This design comes from an exercise in tuning for small area on the open sky130 flow, not from production work.
Function was checked by simulation only, so behaviour that the tests miss may differ from the original.
Power is estimated from default activity; no workload was simulated.

File: flow/run.sh
#!/bin/bash
# synth_recipe.tcl (not shown) runs the flow's synth.tcl, then flattens the netlist and writes it again
# the make line also repeats each setting of config.mk as NAME=value (left out here)
make -C /OpenROAD-flow-scripts/flow DESIGN_CONFIG=/design/flow/config.mk WORK_HOME=/design/flow/orfs CLKGATE_MAP_FILE= SYNTH_SCRIPT=/design/flow/synth_recipe.tcl finish
File: flow/config.mk
export PLATFORM = sky130hd
export DESIGN_NAME = counter_alarm_top
export DESIGN_NICKNAME = counter_alarm_top
export VERILOG_FILES = /design/flow/design.v
export SDC_FILE = /design/flow/constraint.sdc
export NUM_CORES = 4
export LEC_CHECK = 0
export CAP_MARGIN = 20
export CORE_MARGIN = 2
export CORE_UTILIZATION = 25
export PLACE_DENSITY = 0.5
export SLEW_MARGIN = 20
File: flow/constraint.sdc
create_clock -name core_clock -period 10.0 [get_ports {clk}]
set_input_delay 2.0000 -clock core_clock [delete_from_list [all_inputs] [get_ports {clk}]]
set_output_delay 2.0000 -clock core_clock [all_outputs]
set_load 0.01 [all_outputs]
File: flow/design.v
package counter_alarm_pkg;
  localparam int unsigned CNT_W_DEF = 64;
endpackage
module rr_arbiter #(
  parameter int unsigned N = 8
) (
  input  logic                 clk,
  input  logic                 rst,
  input  logic [N-1:0]         eligible_i,
  output logic [N-1:0]         grant_o,
  output logic [$clog2(N)-1:0] ptr_o
);
  localparam int unsigned PW = $clog2(N);
  logic [PW-1:0] ptr_q;
  logic [PW-1:0] gidx;
  logic          found;
  always_comb begin
    grant_o = '0;
    found   = 1'b0;
    gidx    = '0;
    for (int unsigned k = 0; k < N; k++) begin
      if (!found && eligible_i[PW'(ptr_q + PW'(k))]) begin
        grant_o[PW'(ptr_q + PW'(k))] = 1'b1;
        gidx  = PW'(ptr_q + PW'(k));
        found = 1'b1;
      end
    end
  end
  always_ff @(posedge clk) begin
    if (rst)        ptr_q <= '0;
    else if (found) ptr_q <= gidx + PW'(1);
  end
  assign ptr_o = ptr_q;
endmodule
module counter_alarm_sched #(
  parameter int unsigned N_REQ = 8,
  parameter int unsigned CNT_W = 64
) (
  input  logic             clk,
  input  logic             rst,
  input  logic             cnt_en_i,
  input  logic             cnt_clr_i,
  input  logic             cnt_load_i,
  input  logic [CNT_W-1:0] cnt_load_val_i,
  output logic [CNT_W-1:0] cnt_o,
  input  logic [N_REQ-1:0] req_valid_i,
  input  logic [N_REQ-1:0][CNT_W-1:0] req_deadline_i,
  output logic [N_REQ-1:0] req_ready_o,
  input  logic [N_REQ-1:0] req_cancel_i,
  output logic [N_REQ-1:0] armed_o,
  output logic [N_REQ-1:0] fire_o,
  output logic [N_REQ-1:0] late_o
);
  localparam int unsigned PW = $clog2(N_REQ);
  logic [CNT_W-1:0]            cnt_q;
  logic [N_REQ-1:0][CNT_W-1:0] dl_q;
  logic [N_REQ-1:0]            armed_q, match_q, match;
  logic                        late_q;    
  logic [N_REQ-1:0]            grant;
  logic [PW-1:0]               ptr;
  logic [CNT_W-1:0]            gdl;       
  always_ff @(posedge clk) begin
    if (rst || cnt_clr_i) cnt_q <= '0;
    else if (cnt_load_i)  cnt_q <= cnt_load_val_i;
    else if (cnt_en_i)    cnt_q <= cnt_q + CNT_W'(1);
  end
  rr_arbiter #(.N(N_REQ)) u_arb (
    .clk        (clk),
    .rst        (rst),
    .eligible_i (req_valid_i & ~armed_q & {N_REQ{!rst}}),
    .grant_o    (grant),
    .ptr_o      (ptr)
  );
  assign req_ready_o = grant;
  always_comb begin
    gdl = '0;
    for (int i = 0; i < N_REQ; i++)
      gdl = gdl | (req_deadline_i[i] & {CNT_W{grant[i]}});
  end
  logic             gx, gcarry, late;
  logic [CNT_W-2:0] gsum;
  assign gx   = gdl[CNT_W-1] ^ cnt_q[CNT_W-1];
  assign {gcarry, gsum} = {1'b0, gdl[CNT_W-2:0]} + {1'b0, ~cnt_q[CNT_W-2:0]} + CNT_W'(gx);
  assign late = ~(gx ^ gcarry);
  always_comb
    for (int i = 0; i < N_REQ; i++)
      match[i] = armed_q[i] && (cnt_q == dl_q[i]);
  always_ff @(posedge clk) begin
    if (rst) begin
      armed_q <= '0;
      match_q <= '0;
      late_q  <= 1'b0;
    end else begin
      armed_q <= (armed_q & ~match & ~req_cancel_i) | (grant & {N_REQ{!late}});
      match_q <= match;
      late_q  <= |grant && late;
    end
  end
  always_ff @(posedge clk)
    for (int i = 0; i < N_REQ; i++)
      if (!armed_q[i]) dl_q[i] <= req_deadline_i[i];
  always_comb
    for (int i = 0; i < N_REQ; i++)
      late_o[i] = late_q && (ptr == PW'(i + 1));
  assign cnt_o   = cnt_q;
  assign armed_o = armed_q;
  assign fire_o  = match_q | late_o;
endmodule
module counter_alarm_top (
  input  logic         clk,
  input  logic         rst,
  input  logic         cnt_en_i,
  input  logic         cnt_clr_i,
  input  logic         cnt_load_i,
  input  logic [63:0]  cnt_load_val_i,
  output logic [63:0]  cnt_o,
  input  logic [7:0]   req_valid_i,
  input  logic [511:0] req_deadline_i,
  output logic [7:0]   req_ready_o,
  input  logic [7:0]   req_cancel_i,
  output logic [7:0]   armed_o,
  output logic [7:0]   fire_o,
  output logic [7:0]   late_o
);
  counter_alarm_sched #(.N_REQ(8), .CNT_W(64)) u_sched (
    .clk            (clk),
    .rst            (rst),
    .cnt_en_i       (cnt_en_i),
    .cnt_clr_i      (cnt_clr_i),
    .cnt_load_i     (cnt_load_i),
    .cnt_load_val_i (cnt_load_val_i),
    .cnt_o          (cnt_o),
    .req_valid_i    (req_valid_i),
    .req_deadline_i (req_deadline_i),
    .req_ready_o    (req_ready_o),
    .req_cancel_i   (req_cancel_i),
    .armed_o        (armed_o),
    .fire_o         (fire_o),
    .late_o         (late_o)
  );
endmodule
==> results of run 1 <==
cell usage in the layout, fill, tap and decap left out, drive strengths merged, types with 58 or more instances in the layout:
| master | instances |
|---|---|
| clkdlybuf4s50 | 691 |
| xnor2 | 571 |
| edfxtp | 512 |
| nand4 | 178 |
| nor2 | 153 |
| a222oi | 127 |
| nand3 | 98 |
| inv | 96 |
| clkbuf | 88 |
| buf | 87 |
| dfxtp | 84 |
| ha | 82 |
| a21oi | 81 |
| a22oi | 71 |
| nand2 | 58 |
flip-flops by register name (all words and copies together) (netlist names):
register,count
u_sched.dl_q,512
u_sched.match_q,8
u_sched.armed_q,8
u_sched.late_q,1
u_sched.cnt_q,64
u_sched.u_arb.ptr_q,3
final cells by class:
class / count / area [um2]
fill: 12554 / 82030
sequential: 596 / 17060
multi-input combinational: 1764 / 13320
timing repair buffer: 778 / 7640
tap: 1650 / 2064
clock buffer: 88 / 1974
clock inverter: 48 / 588.1
inverter: 99 / 375.4
antenna: 13 / 32.53
routing by layer:
metal | vias to the layer above | part of all wire (%)
li1 | 11341 | -
met1 | 14199 | 38
met2 | 2372 | 43
met3 | 470 | 13
met4 | 48 | 5.8
met5 | - | 0.15
worst min-delay path: cells and delay by family, from the launching register on:
family | cells | cell delay, ps
simple gates | 2 | 180
flops | 1 | 420
final timing paths:
kind / depth (start not counted) / from / slack, ps / endpoint
worst max register to register: 23 / u_sched.u_arb.ptr_q[2] / 1870 / u_sched.late_q
worst max-delay path: 23 / rst / 1240 / u_sched.late_q
worst min register to register: 2 / u_sched.armed_q[0] / 660 / u_sched.match_q[0]
worst min-delay path: 2 / u_sched.armed_q[0] / 660 / u_sched.match_q[0]
cell families (layout without fill, tap and decap cells):
logic type / count (synthesis) / count (layout) / synth area share, %
mux: 22 / 22 / 0.8409
other cells: 0 / 13 / 0
fa+ha+maj: 82 / 82 / 3.268
flops: 596 / 596 / 54.33
xor+xnor: 576 / 576 / 16.07
compound gates: 411 / 411 / 10.44
buf+inv: 270 / 1013 / 3.356
simple gates: 673 / 673 / 11.69
power by group:
group	switching [mW]	internal (mW)
clock	1.22	1.66
sequential	0.191	3.06
combinational	4.18	2.29
==> results.json, run 1 <==
{
  "dpl-instance-area_um2": 40430,
  "syn-num-nets": 3309,
  "syn_inst": 2630,
  "critPathSlowestCell": "clkdlybuf4s50_1",
  "arrival_ps": 9270,
  "drt_iter0_markers": 5776,
  "netlist.area_leader.share_pct": 48.97,
  "gr-usage-met2_pct": 47.37,
  "wl_um": 209100,
  "ys_warn_count": 2,
  "num_rows": 130,
  "critPathKind": "in -> reg",
  "place_worst_setup_slack_ps": 877.3,
  "gp_congestion": 1.042,
  "path_cells": "clkdlybuf4s50_1 > nor2b_1 > a22oi_1 > o22ai_2 > o211ai_2 > nor2_1 > a221o_1 > or3_4 > buf_4 > a222oi_1 > nand3_1 > ha_1 > a21o_1 > a21oi_1 > nor2b_1 > o21ai_0 > nand2b_1 > a211oi_1 > o21ai_0 > nor3_1 > o21ai_0 > mux2_4 > o41a_1",
  "wl_per_cell_um": 41.52,
  "cp_slowest_stage_delay_ps": 770,
  "fmax_ghz": 0.1142,
  "clkLatencyLatePin_ps": 680,
  "port_buffers": 692,
  "fin_area_um2": 43050,
  "cts_setup_buffers": 0,
  "worst_pin_slew_ps": 1192,
  "area_growth_pct": 37.13,
  "final_core_util_pct": 34.42,
  "cts_tree": "yes",
  "top_usage_layer": "met2",
  "placed_cells": 4886,
  "via_count": 28430,
  "timing.final.crit_period_ps": 8756,
  "synth_most_common_cell": "xnor2_1",
  "core_area_um2": 125100,
  "drive_above_1_share_pct": 8.064,
  "crit_top_cell": "o21ai_0",
  "grt_pass1_wl_um": 265300,
  "hold_buffers": 0,
  "grt_pass1_vias": 27272,
  "cp_top_family": "compound AO/OA/AOI/OAI gates",
  "overflow": 0,
  "syn_area_per_cell_um2": 11.94,
  "tns_ps": 0,
  "clk_path_buf_depth": 3,
  "cts_buffers": 73,
  "end_kind": "flip-flop",
  "hpwl_um": 169300,
  "grt_use_total_pct": 31.40,
  "yosys.area.top_type": "edfxtp_1",
  "finClkSkew_ps": 52.01,
  "path_buf_inv": 2,
  "status": "timing/DRC/antenna clean",
  "required_ps": 10510,
  "met1_usage_pct": 39.76,
  "rsz0062_at_grt": "no",
  "clock-sinks": 596,
  "holdWs_ps": 663.9,
  "synth_cell_types": 85,
  "layout_worst_path_cycle_share_pct": 87.56,
  "root_buffer": "clkbuf_16",
  "drv_cap": 0,
  "drc": 0,
  "pin_count": 693,
  "synth_edf_count": 512,
  "fin_cells": 5036,
  "syn_area_um2": 31390,
  "detail-route-antenna-nets": 0,
  "dieArea_um2": 128400,
  "p_leak_nw": 14.11,
  "finalHoldViolCount": 0,
  "slew_headroom_pct": 20.55,
  "p_total_mw": 12.60,
  "yosysSeqAreaShare_pct": 54.33,
  "initial_core_util_pct": 25.10,
  "synthArstFlopShare_pct": 0,
  "cts_resized": 0,
  "die_y_um": 358.4,
  "vias_per_cell": 5.645,
  "grt_max_degree": 71,
  "final_max_slew_viol_count": 0,
  "gr-usage-met3_pct": 10.91,
  "die_x_um": 358.4,
  "cellPowerDensity_nw_per_um2": 292.8,
  "synthTopCellsByArea": "edfxtp_1 49%, xnor2_1 16%, dfxtp_1 5.4%",
  "synth_commonest_cells": "571 x xnor2_1, 512 x edfxtp_1, 177 x nand4_1",
  "finalSetupViolCount": 0,
  "cts_max_level": 3,
  "ys_ff_latch": 596,
  "cts.clk_slew.worst_paths_ps": 60,
  "firstDrtPassIters": 8,
  "fin_ws_ps": 1244,
  "crit_fanout": 36,
  "fin_nets": 3991,
  "worstSetupStartpointType": "input port",
  "vdd_drop_max_v": 0.0002241,
  "synth_ff_type": "edfxtp_1",
  "hold_class": "reg -> reg",
  "antenna_found_initial": 41
}
==> run 2, diff against run 1 <==
--- a/flow/design.v
+++ b/flow/design.v
@@ -79,7 +79,11 @@
   end
   logic             gx, gcarry, late;
-  logic [CNT_W-2:0] gsum;
   assign gx   = gdl[CNT_W-1] ^ cnt_q[CNT_W-1];
-  assign {gcarry, gsum} = {1'b0, gdl[CNT_W-2:0]} + {1'b0, ~cnt_q[CNT_W-2:0]} + CNT_W'(gx);
+  logic [CNT_W-1:0] gc;   
+  assign gc[0] = gx;
+  for (genvar b = 0; b < CNT_W-1; b++) begin : g_chain
+    assign gc[b+1] = (gdl[b] & ~cnt_q[b]) | (gdl[b] & gc[b]) | (~cnt_q[b] & gc[b]);
+  end
+  assign gcarry = gc[CNT_W-1];
   assign late = ~(gx ^ gcarry);
   always_comb
==> flow/flow/run.sh (new file) <==
#!/bin/bash
# The standard layout (standard.sh, unchanged synthesis, floorplan, power grid,
# placement, routing), with two settings passed to ORFS through its own variables:
#  - BUFFER_PORTS_ARGS: the buffer put on every input and output port is the
#    smallest buffer, sky130_fd_sc_hd__buf_1, instead of the one buffer_ports
#    picks by itself (clkdlybuf4s50_1).
#  - CTS_ARGS: the clock tree is built from clkbuf_4 cells driving small sink
#    clusters, without dummy loads.
# make's output goes to flow_make.log; each ORFS step keeps its own log under
# orfs/logs/.
set -euo pipefail
export BUFFER_PORTS_ARGS="-buffer_cell sky130_fd_sc_hd__buf_1"
export CTS_ARGS="-sink_clustering_enable -repair_clock_nets -dont_use_dummy_load -buf_list sky130_fd_sc_hd__clkbuf_4 -sink_clustering_size 10 -sink_clustering_max_diameter 40"
bash standard.sh > flow_make.log 2>&1
==> flow/standard.sh (new file) <==
#!/bin/bash
# synth_recipe.tcl (not shown) runs the flow's synth.tcl, then flattens the netlist and writes it again
# the make line also repeats each setting of config.mk as NAME=value (left out here)
make -C /OpenROAD-flow-scripts/flow DESIGN_CONFIG=/design/flow/config.mk WORK_HOME=/design/flow/orfs CLKGATE_MAP_FILE= SYNTH_SCRIPT=/design/flow/synth_recipe.tcl "${@:-finish}"
--- a/flow/config.mk
+++ b/flow/config.mk
@@ -8,5 +8,5 @@
 export CAP_MARGIN = 20
 export CORE_MARGIN = 2
-export CORE_UTILIZATION = 25
-export PLACE_DENSITY = 0.5
+export CORE_UTILIZATION = 45
+export PLACE_DENSITY = 0.6
 export SLEW_MARGIN = 20
removed: flow/run.sh
==> results.json, run 2 <==
{
  "gp_congestion": 1.093,
  "synth_most_common_cell": "xnor2_1",
  "rsz0062_at_grt": "no",
  "end_kind": "output port",
  "hold_buffers": 0,
  "cts_tree": "yes",
  "tns_ps": 0,
  "yosys.area.top_type": "edfxtp_1",
  "slew_headroom_pct": 19.53,
  "worst_pin_slew_ps": 1196,
  "p_total_mw": 9.702,
  "drive_above_1_share_pct": 7.232,
  "final_common_cell": "buf_1",
  "finClkSkew_ps": 179.0,
  "p_switching_mw": 4.573,
  "core_area_um2": 68470,
  "wl_per_cell_um": 42.18,
  "via_count": 29113,
  "ys_warn_count": 2,
  "synthTopCellsByArea": "edfxtp_1 49%, xnor2_1 15%, dfxtp_1 5.4%",
  "clkLatencyLatePin_ps": 1010,
  "reg.largest.list": "u_sched.dl_q: 512 flops, u_sched.cnt_q: 64 flops",
  "grt_max_degree": 72,
  "drc": 0,
  "regToRegStartpoint": "u_sched.u_arb.ptr_q[0]",
  "path_cells": "inv_2 > ha_1 > and4b_1 > or4_1 > a22oi_2 > nand4b_2 > nor3_1 > a22o_1 > nor2_1 > inv_2 > buf_4 > buf_4 > buf_1",
  "finalSetupViolCount": 0,
  "wl_um": 176400,
  "power_frac_seq_pct": 34.6,
  "num_rows": 96,
  "synth_cell_types": 95,
  "clkPwrFrac_pct": 13.9,
  "layout_common_cells": "691 x buf_1, 534 x xnor2_1, 512 x edfxtp_1",
  "worstSetupStartpointType": "flip-flop",
  "yosysSeqAreaShare_pct": 54.83,
  "drt_iter0_markers": 5661,
  "syn_area_per_cell_um2": 11.91,
  "largest_register_ffs": 512,
  "power.internal_mw": 5.129,
  "netlist.area_leader.share_pct": 49.42,
  "syn_area_um2": 31110,
  "syn_inst": 2611,
  "timing.final.crit_period_ps": 8885,
  "cp_top_family": "buffers and inverters",
  "grt_pass1_vias": 26943,
  "rrSetupSlack_ps": 1530,
  "cts.clk_slew.worst_paths_ps": 110,
  "critPathSlowestCell": "inv_2",
  "regMostFlops": "u_sched.dl_q",
  "drv_cap": 0,
  "cellPowerDensity_nw_per_um2": 274.3,
  "path_buf_inv": 5,
  "cp_slowest_stage_delay_ps": 760,
  "cts_setup_buffers": 0,
  "cts_resized": 0,
  "min_from": "u_sched.armed_q[1]",
  "root_buffer": "clkbuf_4",
  "layout_worst_path_cycle_share_pct": 88.85,
  "detail-route-antenna-nets": 0,
  "dieArea_um2": 71250,
  "min_path_cells": 2,
  "cts_max_level": 3,
  "fin_nets": 3909,
  "regToRegEndpoint": "u_sched.late_q",
  "firstDrtPassIters": 8,
  "initial_core_util_pct": 45.43,
  "crit_fanout": 35,
  "r2r_cells": 22,
  "final_max_slew_viol_count": 0,
  "syn-num-nets": 3227,
  "synth_edf_count": 512,
  "pwr-share-comb_pct": 51.5,
  "status": "timing/DRC/antenna clean",
  "ys_ff_latch": 596,
  "clk_path_buf_depth": 3,
  "die_x_um": 266.9,
  "hpwl_um": 137600,
  "port_buffers": 692,
  "fmax_ghz": 0.1125,
  "pin_count": 693,
  "placed_cells": 4074,
  "min_to": "u_sched.match_q[1]",
  "critPathKind": "reg -> out",
  "overflow": 0,
  "swShare_pct": 47.14,
  "synthArstFlopShare_pct": 0,
  "fin_cells": 4183,
  "grt_pass1_wl_um": 231500,
  "synth_commonest_cells": "535 x xnor2_1, 512 x edfxtp_1, 171 x nand4_1, 171 x nor2_1, 101 x nand2_1",
  "vdd_drop_max_v": 0.0001386,
  "vias_per_cell": 6.960,
  "clock-sinks": 596,
  "area_growth_pct": 13.71,
  "antenna_found_initial": 9,
  "hold_class": "reg -> reg",
  "synth_ff_type": "edfxtp_1",
  "p_leak_nw": 10.99,
  "arrival_ps": 6890,
  "finalHoldViolCount": 0,
  "cts_buffers": 99,
  "grt_use_total_pct": 48.48,
  "required_ps": 8000,
  "die_y_um": 266.9
}
-- run 2: changes by cell type after synthesis, moves of 23 or more --
cell,previous run,this run
nand2_1,58,101
xnor2_1,571,535
a222oi_1,127,83
inv_1,97,35
ha_1,82,19
a221oi_1,0,23
buf_2,11,43
buf_1,25,65
a22o_1,1,34
nand3_1,98,39
xor2_1,5,44
clkbuf_1,131,56
and3_1,10,48
-- run 2: stage by stage --
stage	hold slack, ps	setup WS [ps]	utilization (%)	area [um2]
floorplan	534.3	3318	-	31110
global placement	608.4	1496	50.51	34580
finish	650.6	1115	51.66	35370
detailed placement	608.0	1418	50.53	34600
global route	681.2	1055	51.65	35360
CTS	652.3	1215	51.62	35340
-- run 2: area by class of cell --
| cell class | count | area (um2) |
|---|---|---|
| tap | 882 | 1104 |
| multi-input combinational | 1798 | 13140 |
| timing repair buffer | 761 | 3167 |
| antenna | 10 | 25.02 |
| fill | 6199 | 33090 |
| sequential | 596 | 17060 |
| inverter | 37 | 138.9 |
| clock buffer | 99 | 743.2 |
-- run 2: worst max path at each step --
stage                                      start              to  slack (ps)  cells after the start
after global placement                       rst  u_sched.late_q        1500                     20
after global routing      u_sched.u_arb.ptr_q[0]  req_ready_o[5]        1050                     13
after CTS                 u_sched.u_arb.ptr_q[0]  req_ready_o[5]        1210                     13
final                     u_sched.u_arb.ptr_q[0]  req_ready_o[5]        1110                     13
after detailed placement                     rst  u_sched.late_q        1420                     21
after floorplan                   req_valid_i[3]  u_sched.late_q        3320                     19
-- run 2: power by group through the flow --
stage	clock network (mW)	registers [mW]	logic, mW
global route	1.42	3.38	5.03
detailed placement	0	3.40	4.71
floorplan	0	3.34	2.81
CTS	1.33	3.35	4.73
finish	1.35	3.36	5.00
global placement	0	3.39	4.72
-- run 2: logic make-up (layout without fill, tap and decap cells) --
family,count (synthesis),count (layout),share of synthesized area [%]
AOI/OAI and AO/OA,452,452,11.30
xor gates and xnor gates,579,579,16.30
adders and majority gates,30,30,1.126
buffers and inverters,217,897,3.025
DFF,596,596,54.83
muxes,16,16,0.6556
other,0,10,0
and+or+nand+nor,721,721,12.76
-- run 2: per-layer routing --
metal | global-route usage (%) | routed length [um] | vias up
met2 | 72.23 | 75320 | 2984
met1 | 61.65 | 61550 | 14257
met3 | 14.06 | 25190 | 557
met4 | 31.32 | 14330 | 8
met5 | 0 | 50 | -
li1 | - | - | 11307
-- run 2: worst register-to-register path: cells and delay by family (launching register included) --
family	cells	cell delay [ps]
DFF	1	730
muxes	1	520
AOI/OAI and AO/OA	10	2930
buffers and inverters	3	1170
and+or+nand+nor	7	2420
adders and majority gates	1	670
==> run 3, diff against run 2 <==
--- a/flow/design.v
+++ b/flow/design.v
@@ -12,22 +12,30 @@
 );
   localparam int unsigned PW = $clog2(N);
-  logic [PW-1:0] ptr_q;
-  logic [PW-1:0] gidx;
-  logic          found;
+  logic [PW-1:0] ptr_q, ptr_d;
+  logic [N-1:0]  upper, grant_up, grant_all, grant_rot;
+  logic          any_up, any;
   always_comb begin
-    grant_o = '0;
-    found   = 1'b0;
-    gidx    = '0;
-    for (int unsigned k = 0; k < N; k++) begin
-      if (!found && eligible_i[PW'(ptr_q + PW'(k))]) begin
-        grant_o[PW'(ptr_q + PW'(k))] = 1'b1;
-        gidx  = PW'(ptr_q + PW'(k));
-        found = 1'b1;
+    for (int i = 0; i < N; i++) upper[i] = eligible_i[i] && (PW'(i) >= ptr_q);
+    for (int i = 0; i < N; i++) begin
+      grant_up[i]  = upper[i];
+      grant_all[i] = eligible_i[i];
+      for (int j = 0; j < i; j++) begin
+        grant_up[i]  = grant_up[i] && !upper[j];
+        grant_all[i] = grant_all[i] && !eligible_i[j];
       end
     end
+    any_up  = |upper;
+    any     = |eligible_i;
+    grant_o = any_up ? grant_up : grant_all;
+  end
+  always_comb begin
+    grant_rot = {grant_o[N-2:0], grant_o[N-1]};
+    ptr_d = '0;
+    for (int i = 0; i < N; i++)
+      if (grant_rot[i]) ptr_d = ptr_d | PW'(i);
   end
   always_ff @(posedge clk) begin
-    if (rst)        ptr_q <= '0;
-    else if (found) ptr_q <= gidx + PW'(1);
+    if (rst)      ptr_q <= '0;
+    else if (any) ptr_q <= ptr_d;
   end
   assign ptr_o = ptr_q;
==> flow/flow/run.sh (replaced) <==
#!/bin/bash
# The standard layout (standard.sh: ORFS synthesis, floorplan, power grid,
# placement, clock tree, routing), with these changes:
#  - synthesis runs flow/synth_area.tcl: the standard flow's synthesis script with an
#    area-oriented ABC script (flow/area.abc) for the combinational logic.
#  - BUFFER_PORTS_ARGS: the buffer put on every input and output port is the
#    smallest buffer, sky130_fd_sc_hd__buf_1, instead of the one buffer_ports
#    picks by itself (clkdlybuf4s50_1).
#  - CTS_ARGS: the clock tree is built from clkbuf_4 cells driving small sink
#    clusters, without dummy loads.
#  - DONT_USE_CELLS: the platform's list plus the largest plain buffers, so
#    that repair uses smaller ones.
# make's output goes to flow_make.log; each ORFS step keeps its own log under
# orfs/logs/.
set -euo pipefail
work=$(pwd)
export FLOW_WORK="$work"
export AREA_ABC_SCRIPT="$work/flow/area.abc"
export BUFFER_PORTS_ARGS="-buffer_cell sky130_fd_sc_hd__buf_1"
export CTS_ARGS="-sink_clustering_enable -repair_clock_nets -dont_use_dummy_load -buf_list sky130_fd_sc_hd__clkbuf_4 -sink_clustering_size 8 -sink_clustering_max_diameter 35"
platform_dont_use=$(make -s -C "$FLOW_HOME" DESIGN_CONFIG="$work/config.mk" print-DONT_USE_CELLS 2> dont_use.log | sed 's/^DONT_USE_CELLS: //')
extra_dont_use="sky130_fd_sc_hd__buf_12 sky130_fd_sc_hd__buf_16 sky130_fd_sc_hd__bufbuf_16"
bash standard.sh finish "SYNTH_SCRIPT=$work/flow/synth_area.tcl" \
  "DONT_USE_CELLS=$platform_dont_use $extra_dont_use" > flow_make.log 2>&1
==> flow/flow/area.abc (new file) <==
&get -n
&st
&deepsyn -T 30
&st
&if -g -K 6
&synch2
&dch
&nf -R 10
&put
==> flow/flow/synth_area.tcl (new file) <==
# The standard flow's synthesis script (synth_recipe.tcl in the work folder, unchanged), except
# that the one abc call mapping the combinational logic runs flow/area.abc, an
# area-oriented ABC script, in place of ORFS's abc_speed.script. Flip-flops are
# mapped before abc, so they are exactly those of the standard synthesis.
proc abc {args} {
  set i [lsearch -exact $args -script]
  if {$i >= 0} {
    lset args [expr {$i + 1}] $::env(AREA_ABC_SCRIPT)
  }
  yosys abc {*}$args
}
source $::env(FLOW_WORK)/synth_recipe.tcl
--- a/flow/config.mk
+++ b/flow/config.mk
@@ -8,5 +8,6 @@
 export CAP_MARGIN = 20
 export CORE_MARGIN = 2
-export CORE_UTILIZATION = 45
-export PLACE_DENSITY = 0.6
+export CORE_UTILIZATION = 40
+export GPL_TIMING_DRIVEN = 0
+export PLACE_DENSITY = 0.5
 export SLEW_MARGIN = 20
==> results.json, run 3 <==
{
  "reg.largest.list": "u_sched.dl_q: 512 flops, u_sched.cnt_q: 64 flops",
  "regMostFlops": "u_sched.dl_q",
  "clkLatencyLatePin_ps": 960,
  "final_common_cell": "buf_1",
  "regToRegEndpoint": "u_sched.late_q",
  "status": "timing/DRC/antenna clean",
  "num_rows": 97,
  "cts.clk_slew.worst_paths_ps": 90,
  "antenna_found_initial": 15,
  "holdWs_ps": 563.1,
  "yosys.area.top_type": "edfxtp_1",
  "finalHoldViolCount": 0,
  "cp_slowest_stage_delay_ps": 960,
  "syn-num-nets": 2898,
  "pin_count": 693,
  "ys_ff_latch": 596,
  "critPathSlowestCell": "a311oi_1",
  "drv_cap": 0,
  "port_buffers": 692,
  "fin_cells": 4126,
  "cts_max_level": 3,
  "fillCellCount": 6560,
  "largest_register_ffs": 512,
  "synth_cell_types": 59,
  "netlist.area_leader.share_pct": 54.66,
  "placed_cells": 3989,
  "grt_pass1_wl_um": 270900,
  "layout_common_cells": "691 x buf_1, 512 x edfxtp_1, 223 x clkinv_1",
  "hold_buffers": 0,
  "worst_pin_slew_ps": 1374,
  "syn_area_um2": 28130,
  "syn_area_per_cell_um2": 12.23,
  "worstSetupStartpointType": "input port",
  "gp_congestion": 1.098,
  "syn_inst": 2300,
  "required_ps": 10910,
  "synth_commonest_cells": "512 x edfxtp_1, 234 x clkinv_1, 204 x a222oi_1",
  "clock-sinks": 596,
  "cts_buffers": 115,
  "root_buffer": "clkbuf_4",
  "slew_headroom_pct": 8.295,
  "grt_max_degree": 66,
  "cellPowerDensity_nw_per_um2": 215.6,
  "drive_above_1_share_pct": 6.877,
  "synthTopCellsByArea": "edfxtp_1 55%, a222oi_1 7.3%, dfxtp_1 6.0%",
  "hpwl_um": 164000,
  "dieArea_um2": 72460,
  "drc": 0,
  "vias_per_cell": 7.776,
  "finClkSkew_ps": 136.5,
  "clk_path_buf_depth": 3,
  "p_leak_nw": 10.58,
  "finalSetupViolCount": 0,
  "fmax_ghz": 0.1032,
  "fin_nets": 3770,
  "core_area_um2": 69790,
  "hold_class": "reg -> reg",
  "layout_worst_path_cycle_share_pct": 96.86,
  "detail-route-antenna-nets": 0,
  "overflow": 0,
  "initial_core_util_pct": 40.31,
  "synth_edf_count": 512,
  "via_count": 32082,
  "yosysSeqAreaShare_pct": 60.64,
  "arrival_ps": 10600,
  "crit_fanout": 47,
  "rsz0062_at_grt": "no",
  "rrSetupSlack_ps": 1230,
  "tns_ps": 0,
  "critPathKind": "in -> reg",
  "crit_start": "rst",
  "crit_end": "u_sched.late_q",
  "vdd_drop_max_v": 0.0001241,
  "r2r_cells": 24,
  "cts_tree": "yes",
  "die_x_um": 269.2,
  "final_max_slew_viol_count": 0,
  "end_kind": "flip-flop",
  "grt_pass1_vias": 28944,
  "area_growth_pct": 19.30,
  "timing.final.crit_period_ps": 9686,
  "synthArstFlopShare_pct": 0,
  "final-seq-area_um2": 17070,
  "multiInputGateArea_um2": 10330,
  "wl_um": 211600,
  "synth_most_common_cell": "edfxtp_1",
  "regToRegStartpoint": "u_sched.u_arb.ptr_q[2]",
  "die_y_um": 269.2,
  "wl_per_cell_um": 51.29,
  "grt_use_total_pct": 56.23,
  "ys_warn_count": 2,
  "fin_ws_ps": 313.8,
  "synth_ff_type": "edfxtp_1",
  "place_worst_setup_slack_ps": -411.9,
  "drt_iter0_markers": 8233,
  "firstDrtPassIters": 14
}
==> run 3: cell types whose count changed after synthesis, moves of 56 or more <==
cell and change:
xnor2_1 -473, nand4_1 -125, clkinv_1 +234, buf_1 -65, a222oi_1 +121, clkbuf_1 -56
o22ai_1 +149, nor2_1 -82
==> run 3: stage by stage <==
| step | power [mW] | cell area (um2) | util, % |
|---|---|---|---|
| 2_1_floorplan | 4.299 | 28130 | - |
| 3_3_place_gp | 5.573 | 31900 | 45.72 |
| 3_5_place_dp | 5.589 | 32590 | 46.71 |
| 4_1_cts | 6.968 | 33460 | 47.94 |
| 5_1_grt | 7.225 | 33530 | 48.04 |
| 6_report | 7.235 | 33560 | 48.09 |
==> run 3: critical path, delay by kind of cell <==
family / cells / cell delay (ps)
AO/OA/AOI/OAI: 15 / 4850
XOR/XNOR: 1 / 180
buffers and inverters: 3 / 1020
AND/OR/NAND/NOR: 6 / 2370
==> run 3: where the power goes <==
| group | leakage (nW) | internal [mW] | switching (mW) | total (mW) |
|---|---|---|---|---|
| Clock | 0.529 | 0.518 | 0.927 | 1.44 |
| Combinational | 4.01 | 0.558 | 1.42 | 1.98 |
| Sequential | 6.04 | 3.20 | 0.608 | 3.81 |
| Total | 10.6 | 4.28 | 2.95 | 7.23 |
==> run 3: how the worst min path moves through the flow <==
stage | end | slack (ps) | depth (start not counted) | startpoint
floorplan | u_sched.match_q[7] | 510 | 2 | u_sched.armed_q[7]
global placement | u_sched.match_q[7] | 500 | 2 | u_sched.armed_q[7]
detailed placement | u_sched.match_q[7] | 550 | 2 | u_sched.armed_q[7]
CTS | u_sched.match_q[2] | 570 | 2 | u_sched.armed_q[2]
global route | u_sched.match_q[2] | 590 | 2 | u_sched.armed_q[2]
finish | u_sched.match_q[7] | 560 | 2 | u_sched.armed_q[7]
==> run 3: metal layers <==
metal	up-vias	share of wire (%)	GRT usage, %
met5	-	0.045	0.6579
met4	8	9.0	39.02
met3	824	18	26.97
met2	4002	38	74.69
met1	15695	35	71.28
li1	11553	-	-
==> run 3: cells by family (layout without fill, tap and decap cells) <==
logic type                 after synthesis  after routing  synth area share [%]
other                                    0             16                     0
buffers and inverters                  234           1104                 3.122
AOI/OAI and AO/OA                      862            862                 24.03
adders and majority gates                3              3                0.1156
muxes                                    1              1               0.03559
and+or+nand+nor                        520            520                 9.448
xor gates and xnor gates                84             84                 2.615
DFF                                    596            596                 60.64
==> run 3: layout make-up <==
class | instances | area share, %
diodes | 16 | 0.1193
clock buffers | 115 | 2.573
inverters | 234 | 2.748
multi-input cells | 1470 | 30.79
flip-flops and latches | 596 | 50.86
well taps | 940 | 3.505
repair buffers | 755 | 9.407
==> run 3: repair_timing <==
item,CTS,global route
endpoints found under the setup margin,0,9
buffers inserted,0,0
resized for setup,0,4
==> run 4, diff against run 3 <==
--- a/flow/design.v
+++ b/flow/design.v
@@ -86,13 +86,33 @@
       gdl = gdl | (req_deadline_i[i] & {CNT_W{grant[i]}});
   end
-  logic             gx, gcarry, late;
-  assign gx   = gdl[CNT_W-1] ^ cnt_q[CNT_W-1];
-  logic [CNT_W-1:0] gc;   
-  assign gc[0] = gx;
-  for (genvar b = 0; b < CNT_W-1; b++) begin : g_chain
-    assign gc[b+1] = (gdl[b] & ~cnt_q[b]) | (gdl[b] & gc[b]) | (~cnt_q[b] & gc[b]);
+  localparam int unsigned SEG = CNT_W / 3;        
+  logic                   gx, late;
+  logic [CNT_W-2:0]       gg, gp;                 
+  logic [SEG:0]           s0;                     
+  logic [2*SEG:SEG]       s1c0, s1c1;             
+  logic [CNT_W-1:2*SEG]   s2c0, s2c1;             
+  logic                   k1, k2;                 
+  assign gg    = gdl[CNT_W-2:0] & ~cnt_q[CNT_W-2:0];
+  assign gp    = gdl[CNT_W-2:0] | ~cnt_q[CNT_W-2:0];
+  assign gx    = gdl[CNT_W-1] ^ cnt_q[CNT_W-1];
+  assign s0[0] = gx;
+  for (genvar b = 0; b < SEG; b++) begin : g_s0
+    assign s0[b+1] = gg[b] | (gp[b] & s0[b]);
   end
-  assign gcarry = gc[CNT_W-1];
-  assign late = ~(gx ^ gcarry);
+  assign s1c0[SEG] = 1'b0;
+  assign s1c1[SEG] = 1'b1;
+  for (genvar b = SEG; b < 2*SEG; b++) begin : g_s1
+    assign s1c0[b+1] = gg[b] | (gp[b] & s1c0[b]);
+    assign s1c1[b+1] = gg[b] | (gp[b] & s1c1[b]);
+  end
+  assign s2c0[2*SEG] = 1'b0;
+  assign s2c1[2*SEG] = 1'b1;
+  for (genvar b = 2*SEG; b < CNT_W-1; b++) begin : g_s2
+    assign s2c0[b+1] = gg[b] | (gp[b] & s2c0[b]);
+    assign s2c1[b+1] = gg[b] | (gp[b] & s2c1[b]);
+  end
+  assign k1   = s0[SEG] ? s1c1[2*SEG] : s1c0[2*SEG];
+  assign k2   = k1 ? s2c1[CNT_W-1] : s2c0[CNT_W-1];
+  assign late = ~(gx ^ k2);
   always_comb
     for (int i = 0; i < N_REQ; i++)
==> results.json, run 4 <==
{
  "status": "finished with violations",
  "so.violations": "negative setup slack",
  "final_common_cell": "buf_1",
  "fin_ws_ps": -28.73,
  "netlist.area_leader.share_pct": 54.68,
  "wl_um": 212300,
  "cp_slowest_stage_delay_ps": 610,
  "grt_use_total_pct": 56.34,
  "yosys.area.top_type": "edfxtp_1",
  "synth_commonest_cells": "512 x edfxtp_1, 241 x clkinv_1, 194 x a222oi_1",
  "rsz0062_at_grt": "no",
  "overflow": 0,
  "synth_edf_count": 512,
  "worstSetupStartpointType": "input port",
  "root_buffer": "clkbuf_4",
  "worst_pin_slew_ps": 1380,
  "die_x_um": 269.1,
  "fmax_ghz": 0.09971,
  "clkLatencyLatePin_ps": 990,
  "grt_pass1_vias": 29447,
  "gp_congestion": 1.083,
  "synthTopCellsByArea": "edfxtp_1 55%, a222oi_1 6.9%, dfxtp_1 6.0%",
  "timing.final.crit_period_ps": 10030,
  "end_kind": "flip-flop",
  "p_total_mw": 7.522,
  "place_worst_setup_slack_ps": -805.7,
  "regMostFlops": "u_sched.dl_q",
  "via_count": 32007,
  "finalHoldViolCount": 0,
  "cts_buffers": 116,
  "area_growth_pct": 18.89,
  "syn-num-nets": 2943,
  "wl_per_cell_um": 51.18,
  "core_area_um2": 69790,
  "cellPowerDensity_nw_per_um2": 225.0,
  "layout_worst_path_cycle_share_pct": 100.3,
  "synth_most_common_cell": "edfxtp_1",
  "grt_pass1_wl_um": 270100,
  "drt_iter0_markers": 7954,
  "holdWs_ps": 636.3,
  "synth_ff_type": "edfxtp_1",
  "p_leak_nw": 10.75,
  "cts.clk_slew.worst_paths_ps": 90,
  "num_rows": 97,
  "synth_cell_types": 59,
  "initial_core_util_pct": 40.29,
  "largest_register_ffs": 512,
  "vdd_drop_max_v": 0.0001588,
  "syn_inst": 2345,
  "detail-route-antenna-nets": 0,
  "yosysSeqAreaShare_pct": 60.66,
  "dieArea_um2": 72430,
  "clock-sinks": 596,
  "clk_path_buf_depth": 3,
  "fin_nets": 3796,
  "vias_per_cell": 7.714,
  "critPathSlowestCell": "nor3b_1",
  "hpwl_um": 161200,
  "grt_max_degree": 68,
  "final_max_slew_viol_count": 0,
  "crit_top_cell": "buf_4",
  "synthArstFlopShare_pct": 0,
  "arrival_ps": 10790,
  "ys_ff_latch": 596,
  "ys_warn_count": 2,
  "layout_common_cells": "691 x buf_1, 512 x edfxtp_1, 229 x clkinv_1",
  "reg.largest.list": "u_sched.dl_q: 512 flops, u_sched.cnt_q: 64 flops",
  "fin_area_um2": 33430,
  "hold_class": "reg -> reg",
  "port_buffers": 692,
  "slew_headroom_pct": 7.444,
  "syn_area_per_cell_um2": 11.99,
  "cts_setup_buffers": 0,
  "required_ps": 10760,
  "drc": 0,
  "drv_cap": 0,
  "crit_fanout": 33,
  "pin_count": 693,
  "die_y_um": 269.1,
  "finClkSkew_ps": 105.6,
  "dpl-instance-area_um2": 32470,
  "critPathKind": "in -> reg",
  "finalSetupViolCount": 2,
  "fillCellCount": 6503,
  "cts_tree": "yes",
  "cts_max_level": 3,
  "syn_area_um2": 28120,
  "firstDrtPassIters": 12,
  "antenna_found_initial": 13,
  "drive_above_1_share_pct": 6.633
}
[run 4: cell count changes in the layout (fill, tap and decap cells not counted), sizes merged, moves of 12 or more]
cell and change:
and3 -53, nand3 +46, a21oi +55, nor2 -20
nand2 +64, a221oi +23, buf -18, a22oi -63
xnor2 -12, xor2 +15
[run 4: what timing repair did]
action,4_1_cts,5_1_grt
setup endpoints to repair,0,9
resized for setup,0,3
hold buffers,0,0
[run 4: path summary, 6_finish.rpt]
check                                          end  slack, ps  cells after the start                from
worst max-delay path            u_sched.armed_q[6]        -30                     29                 rst
worst max register to register  u_sched.armed_q[6]        990                     28  u_sched.armed_q[0]
worst min register to register  u_sched.match_q[4]        640                      2  u_sched.armed_q[4]
worst min-delay path            u_sched.match_q[4]        640                      2  u_sched.armed_q[4]
[run 4: cell type report]
type                    count  area, um2  share of cell area, %
diodes                     13      32.53                0.09731
clock buffers             116      870.8                  2.605
inverters                 241      948.4                  2.837
multi-input cells        1508      10310                  30.83
flip-flops and latches    596      17080                  51.10
well taps                 940       1176                  3.518
repair buffers            735       3012                  9.009
[run 4: power breakdown]
part	leakage, nW	switching (mW)	internal (mW)	total, mW
Clock	0.534	0.946	0.522	1.47
Sequential	6.05	0.598	3.26	3.85
Combinational	4.17	1.62	0.583	2.20
[run 4: worst max-delay path: cells and delay by family]
kind            cells  cell delay (ps)
simple gates        6             2030
xor+xnor            1              480
buf+inv             6             1410
compound gates     16             4810
[run 4: cells by family after synthesis]
group                    synth area share (%)
AO/OA/AOI/OAI                           23.41
flip-flops                              60.66
AND/OR/NAND/NOR                         9.919
buffers and inverters                   3.217
XOR/XNOR                                2.710
multiplexers                          0.03560
adder cells (fa/ha/maj)               0.04449
[run 4: metal layers]
metal	global-route usage (%)	share of wire [%]	up-vias
li1	-	-	11556
met1	69.02	35	15490
met2	74.49	38	4026
met3	32.20	19	925
met4	37.47	8.7	10
met5	0	0.029	-
[run 4: metrics by stage]
| stage | utilization [%] | std cells | TNS, ps |
|---|---|---|---|
| 6_report | 47.91 | 4149 | -39.91 |
| 5_1_grt | 47.86 | 4137 | 0 |
| 4_1_cts | 47.78 | 4133 | 0 |
| 3_5_place_dp | 46.53 | 4017 | -6829 |
| 3_3_place_gp | 45.73 | 3977 | -96920 |
| 2_1_floorplan | - | 2345 | 0 |

afterwards: timing with drivers on the ports:
Ports are ideal in the flow. The routed layouts listed here were re-timed in OpenROAD.
Step 1, drivers: a clkbuf_16 drives clk and a buf_2 each remaining input, both assumed.
Step 2 adds t to the input delays and takes it off the output delays; t is the mean of the earliest and latest rising clock arrival at the registers after step 1. Input paths then give back, and output paths get back, about the clock's delay inside the block.
Three values: ideal, step 1, step 2; two values: the first two.
run | t (ns) | setup WS [ns] | worst hold slack (ns) | worst register clock-pin slew, ns | pins driven straight from the clock port
run 1 | 0.722 | 1.244 / 1.261 / 0.539 | 0.664 / 0.664 / 0.664 | 0.07 / 0.07 | 1
run 2 | 0.978 | 1.115 / 1.049 / 1.005 | 0.651 / 0.651 / 0.651 | 0.12 / 0.12 | 1
run 3 | 0.970 | 0.314 / 0.338 / -0.633 | 0.563 / 0.563 / 0.563 | 0.10 / 0.10 | 1
run 4 | 0.993 | -0.029 / 0.016 / -0.977 | 0.636 / 0.636 / 0.636 | 0.11 / 0.11 | 1
Met with ideal ports but missed after step 2: setup timing in run 3. For run 4, which loses most, drivers alone change the setup slack by +0.045 ns; drivers and shift together by -0.948 ns.
